Source: an optimization exercise on an open RTL-to-GDS flow (aim: small area). Production flows keep margins and buffers that such runs may drop.
The RTL was checked by simulation tests, not by an equivalence proof against the original design.
Power figures rest on the tool's default switching activity, not on a simulated workload.

$ cat design/flow/run.sh
#!/bin/bash
# synth_recipe.tcl (not shown) runs the flow's synth.tcl, then flattens the netlist and writes it again
# the make line also repeats each setting of config.mk as NAME=value (left out here)
make -C /OpenROAD-flow-scripts/flow DESIGN_CONFIG=/design/flow/config.mk WORK_HOME=/design/flow/orfs CLKGATE_MAP_FILE= SYNTH_SCRIPT=/design/flow/synth_recipe.tcl finish
$ cat design/flow/config.mk
export PLATFORM = sky130hd
export DESIGN_NAME = pong_top
export DESIGN_NICKNAME = pong_top
export VERILOG_FILES = /design/flow/design.v
export SDC_FILE = /design/flow/constraint.sdc
export NUM_CORES = 4
export LEC_CHECK = 0
export CAP_MARGIN = 20
export CORE_MARGIN = 2
export CORE_UTILIZATION = 40
export SLEW_MARGIN = 20
$ cat design/flow/constraint.sdc
create_clock -name core_clock -period 20.0 [get_ports {clk}]
set_input_delay 4.0000 -clock core_clock [delete_from_list [all_inputs] [get_ports {clk}]]
set_output_delay 4.0000 -clock core_clock [all_outputs]
set_load 0.01 [all_outputs]
$ cat design/flow/design.v
package pong_pkg;
	typedef logic [10:0] coord_t;
	typedef logic [6:0] score_t;
	typedef struct packed
	{
		logic r;
		logic g;
		logic b;
	} rgb_t;
	typedef enum logic [1:0]
	{
		UP_RIGHT   = 2'd0,
		UP_LEFT    = 2'd1,
		DOWN_LEFT  = 2'd2,
		DOWN_RIGHT = 2'd3
	} dir_t;
	typedef struct packed
	{
		coord_t ball_row;
		coord_t ball_col;
		coord_t pad_col;
		logic   boost;
	} snapshot_t;
endpackage
`timescale 1ns/1ps
module raster_timing
(
	input  logic   clk,
	input  logic   rst,
	output pong_pkg::coord_t col,
	output pong_pkg::coord_t row,
	output logic   hsync,
	output logic   vsync,
	output logic   frame_start
);
	localparam pong_pkg::coord_t H_LAST    = pong_pkg::coord_t'(1040 - 1);
	localparam pong_pkg::coord_t V_LAST    = pong_pkg::coord_t'(666 - 1);
	localparam pong_pkg::coord_t HS_START  = pong_pkg::coord_t'(919);
	localparam pong_pkg::coord_t HS_END    = pong_pkg::coord_t'(1039);
	localparam pong_pkg::coord_t VS_START  = pong_pkg::coord_t'(659);
	localparam pong_pkg::coord_t VS_END    = pong_pkg::coord_t'(665);
	localparam pong_pkg::coord_t BLANK_ROW = pong_pkg::coord_t'(623 + 1);
	always_ff @(posedge clk, posedge rst)
	begin
		if (rst)
		begin
			col <= '0;
			row <= '0;
		end
		else if (col == H_LAST)
		begin
			col <= '0;
			if (row == V_LAST)
				row <= '0;
			else
				row <= row + 11'd1;
		end
		else
			col <= col + 11'd1;
	end
	assign hsync = !((col >= HS_START) && (col < HS_END));
	assign vsync = !((row >= VS_START) && (row < VS_END));
	assign frame_start = (row == BLANK_ROW) && (col == '0);
endmodule
`timescale 1ns/1ps
module game_core
#(
	parameter int unsigned step_period = 500000
)
(
	input  logic      clk,
	input  logic      rst,
	input  logic      left,
	input  logic      right,
	input  logic      boost,
	input  logic      snap_ack,
	output logic      snap_req,
	output pong_pkg::snapshot_t snap_data,
	output pong_pkg::score_t    score
);
	localparam int unsigned FAST_LIMIT = (step_period / 100 < 7) ? 7 : step_period / 100;
	localparam pong_pkg::coord_t PAD_MIN    = pong_pkg::coord_t'(104 + 50);
	localparam pong_pkg::coord_t PAD_MAX    = pong_pkg::coord_t'(904 - 50);
	localparam pong_pkg::coord_t TOP_HIT    = pong_pkg::coord_t'((23 + 102) + 10);
	localparam pong_pkg::coord_t LEFT_HIT   = pong_pkg::coord_t'(104 + 10);
	localparam pong_pkg::coord_t RIGHT_HIT  = pong_pkg::coord_t'(904 - 10);
	localparam pong_pkg::coord_t BOTTOM_HIT = pong_pkg::coord_t'((623 - 102) - 10);
	localparam pong_pkg::coord_t CATCH      = pong_pkg::coord_t'(60);
	logic [31:0] step_cnt;
	logic [31:0] limit;
	logic [3:0]  tier;
	logic        step_tick;
	pong_pkg::coord_t ball_row, ball_col, pad_col;
	pong_pkg::dir_t   dir;
	pong_pkg::coord_t row_next, col_next, pad_next, move_step;
	pong_pkg::dir_t   dir_next;
	pong_pkg::score_t score_next;
	logic   miss, up_next, right_next;
	logic   offer, launch;
	assign tier  = (score >= 7'd30) ? 4'd10 : 4'(score / 7'd3);
	always_comb
	begin
		case (tier)
			4'd0:    limit = step_period;
			4'd1:    limit = step_period * 9 / 10;
			4'd2:    limit = step_period * 8 / 10;
			4'd3:    limit = step_period * 7 / 10;
			4'd4:    limit = step_period * 6 / 10;
			4'd5:    limit = step_period * 5 / 10;
			4'd6:    limit = step_period * 4 / 10;
			4'd7:    limit = step_period * 3 / 10;
			4'd8:    limit = step_period * 2 / 10;
			4'd9:    limit = step_period * 1 / 10;
			default: limit = FAST_LIMIT;
		endcase
	end
	assign step_tick = (step_cnt >= limit);
	always_ff @(posedge clk, posedge rst)
	begin
		if (rst)
			step_cnt <= '0;
		else if (step_tick)
			step_cnt <= '0;
		else
			step_cnt <= step_cnt + 32'd1;
	end
	always_comb
	begin
		pad_next = pad_col;
		if (left)
		begin
			if (pad_col > PAD_MIN)
				pad_next = pad_col - pong_pkg::coord_t'(5);
		end
		else if (right)
		begin
			if (pad_col < PAD_MAX)
				pad_next = pad_col + pong_pkg::coord_t'(5);
		end
		dir_next   = dir;
		miss       = 1'b0;
		score_next = score;
		if (ball_row <= TOP_HIT)
		begin
			case (dir)
				pong_pkg::UP_RIGHT: dir_next = pong_pkg::DOWN_RIGHT;
				pong_pkg::UP_LEFT:  dir_next = pong_pkg::DOWN_LEFT;
				default:  dir_next = dir;
			endcase
		end
		else if (ball_col <= LEFT_HIT)
		begin
			case (dir)
				pong_pkg::UP_LEFT:   dir_next = pong_pkg::UP_RIGHT;
				pong_pkg::DOWN_LEFT: dir_next = pong_pkg::DOWN_RIGHT;
				default:   dir_next = dir;
			endcase
		end
		else if (ball_col >= RIGHT_HIT)
		begin
			case (dir)
				pong_pkg::UP_RIGHT:   dir_next = pong_pkg::UP_LEFT;
				pong_pkg::DOWN_RIGHT: dir_next = pong_pkg::DOWN_LEFT;
				default:    dir_next = dir;
			endcase
		end
		else if (ball_row >= BOTTOM_HIT)
		begin
			if ((ball_col + CATCH >= pad_col) && (ball_col <= pad_col + CATCH))
			begin
				case (dir)
					pong_pkg::DOWN_RIGHT: dir_next = pong_pkg::UP_RIGHT;
					pong_pkg::DOWN_LEFT:  dir_next = pong_pkg::UP_LEFT;
					default:    dir_next = dir;
				endcase
				if (score != pong_pkg::score_t'(99))
					score_next = score + 7'd1;
			end
			else
			begin
				miss       = 1'b1;
				score_next = '0;
			end
		end
		up_next    = (dir_next == pong_pkg::UP_RIGHT) || (dir_next == pong_pkg::UP_LEFT);
		right_next = (dir_next == pong_pkg::UP_RIGHT) || (dir_next == pong_pkg::DOWN_RIGHT);
		move_step  = (up_next && boost) ? pong_pkg::coord_t'(5) : 11'd1;
		row_next   = up_next ? ball_row - move_step : ball_row + move_step;
		col_next   = right_next ? ball_col + move_step : ball_col - move_step;
		if (miss)
		begin
			row_next = pong_pkg::coord_t'((23 + 120));
			col_next = ball_col;
		end
	end
	always_ff @(posedge clk, posedge rst)
	begin
		if (rst)
		begin
			ball_row <= pong_pkg::coord_t'((23 + 120));
			ball_col <= pong_pkg::coord_t'((104 + 400));
			pad_col  <= pong_pkg::coord_t'((104 + 400));
			dir      <= pong_pkg::DOWN_RIGHT;
			score    <= '0;
		end
		else if (step_tick)
		begin
			ball_row <= row_next;
			ball_col <= col_next;
			pad_col  <= pad_next;
			dir      <= dir_next;
			score    <= score_next;
		end
	end
	assign launch = offer && !snap_req && !snap_ack;
	always_ff @(posedge clk, posedge rst)
	begin
		if (rst)
		begin
			offer    <= 1'b0;
			snap_req <= 1'b0;
		end
		else
		begin
			offer <= step_tick;
			if (launch)
				snap_req <= 1'b1;
			else if (snap_req && snap_ack)
				snap_req <= 1'b0;
		end
	end
	always_ff @(posedge clk)
	begin
		if (launch)
		begin
			snap_data.ball_row <= ball_row;
			snap_data.ball_col <= ball_col;
			snap_data.pad_col  <= pad_col;
			snap_data.boost    <= boost && ((dir == pong_pkg::UP_RIGHT) || (dir == pong_pkg::UP_LEFT));
		end
	end
endmodule
`timescale 1ns/1ps
module frame_state_buffer
#(
	parameter pong_pkg::snapshot_t init_value = '0
)
(
	input  logic     clk,
	input  logic     rst,
	input  logic     req,
	input  pong_pkg::snapshot_t data,
	input  logic     frame_start,
	output logic     ack,
	output pong_pkg::snapshot_t shown
);
	pong_pkg::snapshot_t pending;
	always_ff @(posedge clk, posedge rst)
	begin
		if (rst)
			ack <= 1'b0;
		else if (req && !ack)
			ack <= 1'b1;
		else if (!req && ack)
			ack <= 1'b0;
	end
	always_ff @(posedge clk, posedge rst)
	begin
		if (rst)
		begin
			pending <= init_value;
			shown   <= init_value;
		end
		else
		begin
			if (req && !ack)
				pending <= data;
			if (frame_start)
				shown <= pending;
		end
	end
endmodule
`timescale 1ns/1ps
module pixel_renderer
(
	input  logic      clk,
	input  logic      rst,
	input  pong_pkg::coord_t    col,
	input  pong_pkg::coord_t    row,
	input  pong_pkg::snapshot_t shown,
	input  pong_pkg::rgb_t      bg,
	input  logic      hsync_in,
	input  logic      vsync_in,
	output pong_pkg::rgb_t      rgb,
	output logic      hsync,
	output logic      vsync
);
	localparam pong_pkg::coord_t HALF_W     = pong_pkg::coord_t'(50);
	localparam pong_pkg::coord_t HALF_H     = pong_pkg::coord_t'(10);
	localparam pong_pkg::coord_t PLAYER_ROW = pong_pkg::coord_t'((23 + 500));
	localparam pong_pkg::coord_t CPU_ROW    = pong_pkg::coord_t'((23 + 100));
	localparam pong_pkg::coord_t F_TOP      = pong_pkg::coord_t'(23);
	localparam pong_pkg::coord_t F_BOTTOM   = pong_pkg::coord_t'(623);
	localparam pong_pkg::coord_t F_LEFT     = pong_pkg::coord_t'(104);
	localparam pong_pkg::coord_t F_RIGHT    = pong_pkg::coord_t'(904);
	logic signed [11:0] d_row, d_col;
	logic [23:0]        sq_row, sq_col;
	logic [24:0]        dist2;
	logic               in_field;
	pong_pkg::rgb_t     colour;
	function automatic logic in_pad(pong_pkg::coord_t c, pong_pkg::coord_t r, pong_pkg::coord_t cc, pong_pkg::coord_t rc);
		in_pad = (c + HALF_W >= cc) && (c <= cc + HALF_W)
			&& (r + HALF_H >= rc) && (r <= rc + HALF_H);
	endfunction
	assign d_row  = $signed({1'b0, row}) - $signed({1'b0, shown.ball_row});
	assign d_col  = $signed({1'b0, col}) - $signed({1'b0, shown.ball_col});
	assign sq_row = 24'(d_row) * 24'(d_row);
	assign sq_col = 24'(d_col) * 24'(d_col);
	assign dist2  = {1'b0, sq_row} + {1'b0, sq_col};
	assign in_field = (col >= F_LEFT) && (col <= F_RIGHT) && (row >= F_TOP) && (row <= F_BOTTOM);
	always_comb
	begin
		if (dist2 < 25'(100))
			colour = shown.boost ? pong_pkg::rgb_t'(3'b110) : pong_pkg::rgb_t'(3'b100);
		else if (in_pad(col, row, shown.pad_col, PLAYER_ROW))
			colour = pong_pkg::rgb_t'(3'b010);
		else if (in_pad(col, row, shown.ball_col, CPU_ROW))
			colour = pong_pkg::rgb_t'(3'b001);
		else if (in_field)
			colour = bg;
		else
			colour = pong_pkg::rgb_t'(3'b000);
	end
	always_ff @(posedge clk, posedge rst)
	begin
		if (rst)
		begin
			rgb   <= pong_pkg::rgb_t'(3'b000);
			hsync <= 1'b1;
			vsync <= 1'b1;
		end
		else
		begin
			rgb   <= colour;
			hsync <= hsync_in;
			vsync <= vsync_in;
		end
	end
endmodule
`timescale 1ns/1ps
module pong_top
(
	input  logic   clk,
	input  logic   rst,
	input  logic   left,
	input  logic   right,
	input  logic   boost,
	input  logic [2:0] bg,
	output logic [2:0] rgb,
	output logic   hsync,
	output logic   vsync,
	output logic [6:0] score
);
	localparam int unsigned step_period = 200;
	localparam pong_pkg::snapshot_t START_SNAP = {
		pong_pkg::coord_t'((23 + 120)),
		pong_pkg::coord_t'((104 + 400)),
		pong_pkg::coord_t'((104 + 400)),
		1'b0
	};
	pong_pkg::coord_t    col, row;
	logic      raw_hsync, raw_vsync, frame_start;
	logic      snap_req, snap_ack;
	pong_pkg::snapshot_t snap_data, shown;
	raster_timing raster_timing_i (
		.clk         (clk),
		.rst         (rst),
		.col         (col),
		.row         (row),
		.hsync       (raw_hsync),
		.vsync       (raw_vsync),
		.frame_start (frame_start)
	);
	game_core #(.step_period(step_period)) game_core_i (
		.clk       (clk),
		.rst       (rst),
		.left      (left),
		.right     (right),
		.boost     (boost),
		.snap_ack  (snap_ack),
		.snap_req  (snap_req),
		.snap_data (snap_data),
		.score     (score)
	);
	frame_state_buffer #(
		.init_value (START_SNAP)
	) frame_state_buffer_i (
		.clk         (clk),
		.rst         (rst),
		.req         (snap_req),
		.data        (snap_data),
		.frame_start (frame_start),
		.ack         (snap_ack),
		.shown       (shown)
	);
	pixel_renderer pixel_renderer_i (
		.clk      (clk),
		.rst      (rst),
		.col      (col),
		.row      (row),
		.shown    (shown),
		.bg       (bg),
		.hsync_in (raw_hsync),
		.vsync_in (raw_vsync),
		.rgb      (rgb),
		.hsync    (hsync),
		.vsync    (vsync)
	);
endmodule
==> results.toml <==
[synth]
synth_seq_cells = 206
synth_top_area_share = 0.208
synth_area_leaders = "fa_1 (21%), ha_1 (15%), dfrtp_1 (12%)"
synth-edff-count = 34
yosysWarnings = 4
ys_types = 88
syn-cell-area_um2 = 23900
synthFlopType = "dfrtp_1"
yosysSeqAreaShare = 0.225
synth_top_area_cell = "fa_1"
synth_area_per_cell_um2 = 9.39
async_reset_ff_frac = 0.835
synth_cells = 2549

[run]
cap_violations = 0

[critical_path]
critPathKind = "reg2reg"
crit_slowest_cell = "fa_1"
slowest_delay_ns = 0.55
worstPathArrival_ns = 10.85
crit_fanout = 11
cpMostUsedCell = "fa_1"
end_kind = "flop"
required_ns = 20.40
reg2reg_slack_ns = 9.56
cp-start-kind = "flop"

[floorplan]
rows = 89
fp.dieH_um = 249
start_util = 0.405
chipWidth_um = 249
fp.coreArea_um2 = 59000
dieArea_um2 = 61800
num_io_pins = 20

[timing]
slew_headroom = 0.353
setup_tns_ns = 0
finalHoldViolCount = 0
worst_pin_slew_ns = 0.970
rsz0062_at_grt = "false"
fin_crit_sh = 0.522
finClkSkew_ns = 0.0166
period_needed_ns = 10.44
setup_violations = 0
maxSlewViolCount = 0
clock.fmax_mhz = 95.7

[detailed_routing]
wirelength_mm = 55.4
dr_total_vias = 17800
drc_errors = 0
firstDrtPassIters = 6
via_per_inst = 5.31
drt-initial-drc-count = 1148
ant_nets = 0
wl_per_cell_um = 16.5

[clocking]
htree_levels = 1
clk_pin_slew_ns = 0.06
cts-resized-gates = 0
postCtsSetupRepairBufs = 0
cts_max_path_buffers = 3
cts_tree = "yes"
cts_root_buffer = "clkbuf_16"
numCtsBuffers = 24
cts_hold_buf = 0
clock_latency_ns = 0.54
cts.sinks = 206

[cells_and_area]
diodes = 0
drive_gt1_frac = 0.0749
layout_commonest_cell = "inv_1"
fin_cells = 3362
finalNetCount = 3113
most-common-layout-cells = "inv_1 (357), ha_1 (285), fa_1 (249)"
area_growth_pct = 8.25

[worst_hold_path]
hp-class = "reg2reg"

[grt]
grt_overflow_total = 0
grt_pass1_vias = 18400
grt_antenna_before_repair = 0
grt_max_degree = 107
grt_use_total = 0.181
grt_pass1_wl_mm = 93.8

[placed_design]
dp_hpwl_mm = 45.3
port_buffers = 19
post-place-cells = 3318
place.gp.congestion = 0.921

[run_status]
status = "timing/DRC/antenna clean"

[power]
p_per_area_nw_per_um2 = 104
p_leak_nw = 12.5
ir_drop_mv = 0.314
[state kept, by name, summed over array words and instances (netlist names)]
signal / cells
frame_state_buffer_i.pending: 34
frame_state_buffer_i.shown: 34
game_core_i.snap_data: 34
game_core_i.step_cnt: 32
game_core_i.ball_col: 11
game_core_i.ball_row: 11
game_core_i.pad_col: 11
raster_timing_i.col: 11
raster_timing_i.row: 11
game_core_i.score: 7
pixel_renderer_i.rgb: 3
game_core_i.dir: 2
frame_state_buffer_i.ack: 1
game_core_i.offer: 1
game_core_i.snap_req: 1
pixel_renderer_i.hsync: 1
pixel_renderer_i.vsync: 1
[final timing paths]
kind,endpoint,start,depth (start not counted)
setup reg to reg,pixel_renderer_i.rgb[1],raster_timing_i.col[0],39
setup / recovery,pixel_renderer_i.rgb[1],raster_timing_i.col[0],39
max in group asynchronous,raster_timing_i.col[3],rst,3
min in group asynchronous,game_core_i.step_cnt[20],rst,2
hold reg to reg,frame_state_buffer_i.pending[30],game_core_i.snap_data[30],1
hold / removal,frame_state_buffer_i.pending[30],game_core_i.snap_data[30],1
[critical path: cells and delay by family, from the launching register on]
| family | cells | cell delay [ns] |
|---|---|---|
| AND/OR/NAND/NOR | 7 | 1.72 |
| AO/OA/AOI/OAI | 16 | 3.32 |
| flip-flops | 1 | 0.39 |
| multiplexers | 1 | 0.14 |
| adder cells (fa/ha/maj) | 9 | 3.89 |
| buffers and inverters | 5 | 0.70 |
| XOR/XNOR | 1 | 0.17 |
[cells in the mapped netlist (6+ instances only)]
library cell,number
o21ai_0,125
inv_1,358
a21o_1,29
o31a_1,6
o21ai_1,7
o31ai_1,7
nand3b_1,8
edfxtp_1,34
mux2i_1,12
mux2_2,47
a211o_1,12
ha_1,285
or2_2,14
clkinv_1,8
a31oi_1,23
nor3b_1,8
nor4_1,19
o211ai_1,12
and2_1,27
o21a_1,19
nand2_1,209
nand2b_1,27
dfstp_2,55
o311a_1,6
clkbuf_1,51
nor2b_1,27
and4_1,6
nand3_1,45
xnor2_1,108
or3_1,12
a211oi_1,14
dfrtp_1,117
fa_1,249
nor3_1,56
a21boi_0,10
nor2_1,184
nand4_1,30
and3_1,18
o21bai_1,10
xor2_1,45
a21oi_1,115
[stage by stage]
stage                     power, mW  setup WS (ns)  hold slack, ns  instance area (um2)  utilization
after global placement         2.18           9.66           0.460                25100        0.425
after floorplan                1.94          10.85           0.440                24000            -
after detailed placement       2.24           9.58           0.462                25100        0.425
after CTS                      2.71           9.53           0.474                25900        0.439
after global routing           2.96           8.83           0.491                25900        0.439
final                          2.70           9.56           0.474                25900        0.439
[power breakdown]
group	switching, mW	total, mW	internal (mW)
Clock	0.179	0.453	0.274
Sequential	0.121	0.730	0.609
Combinational	0.805	1.52	0.712
[cell families (layout without fill, tap and decap cells)]
| family | after synthesis | in the layout | share of synthesized area |
|---|---|---|---|
| xor gates and xnor gates | 153 | 153 | 0.0560 |
| and+or+nand+nor | 704 | 704 | 0.141 |
| AOI/OAI and AO/OA | 463 | 463 | 0.126 |
| muxes | 59 | 59 | 0.0271 |
| other | 1 | 23 | 0.000157 |
| adders and majority gates | 534 | 534 | 0.357 |
| DFF | 206 | 206 | 0.225 |
| buffers and inverters | 429 | 447 | 0.0675 |
[final cells by class]
cell class                 count  area (um2)
clock buffer                  31         657
clock inverter                13         176
fill                        5628       33100
inverter                     371        1400
multi-input combinational   1936       17000
sequential                   206        5390
tap                          773         967
timing repair buffer          32         288
[layer usage]
layer | wire, um | global-route usage
met1 | 26300 | 0.257
met2 | 25800 | 0.297
met3 | 2100 | 0.0199
met4 | 1250 | 0.0405
met5 | 0 | 0

-- what the ideal ports hide --
Ports are ideal in the flow. The routed layout listed here was re-timed in OpenROAD. Step 1 (the two cells are an assumption about what drives the block):
set clk [get_ports {clk}]
set_driving_cell -lib_cell sky130_fd_sc_hd__clkbuf_16 $clk
set_driving_cell -lib_cell sky130_fd_sc_hd__buf_2 [delete_from_list [all_inputs] $clk]
Step 2, shift: input delay + t, output delay - t, t = (earliest + latest rising clock arrival at the registers) / 2. This alone moves slack from input paths to output paths. a / b / c = ideal / step 1 / step 2; a / b = the first two.
t, ns: 0.578
slack for setup (ns): 9.556 / 9.556 / 9.556
latest minus earliest clock arrival (ns): 0.019 / 0.018
After both steps setup and hold are still met in this run. The setup slack of this run moves by 0.000 ns with the drivers and by 0.000 ns with both steps.
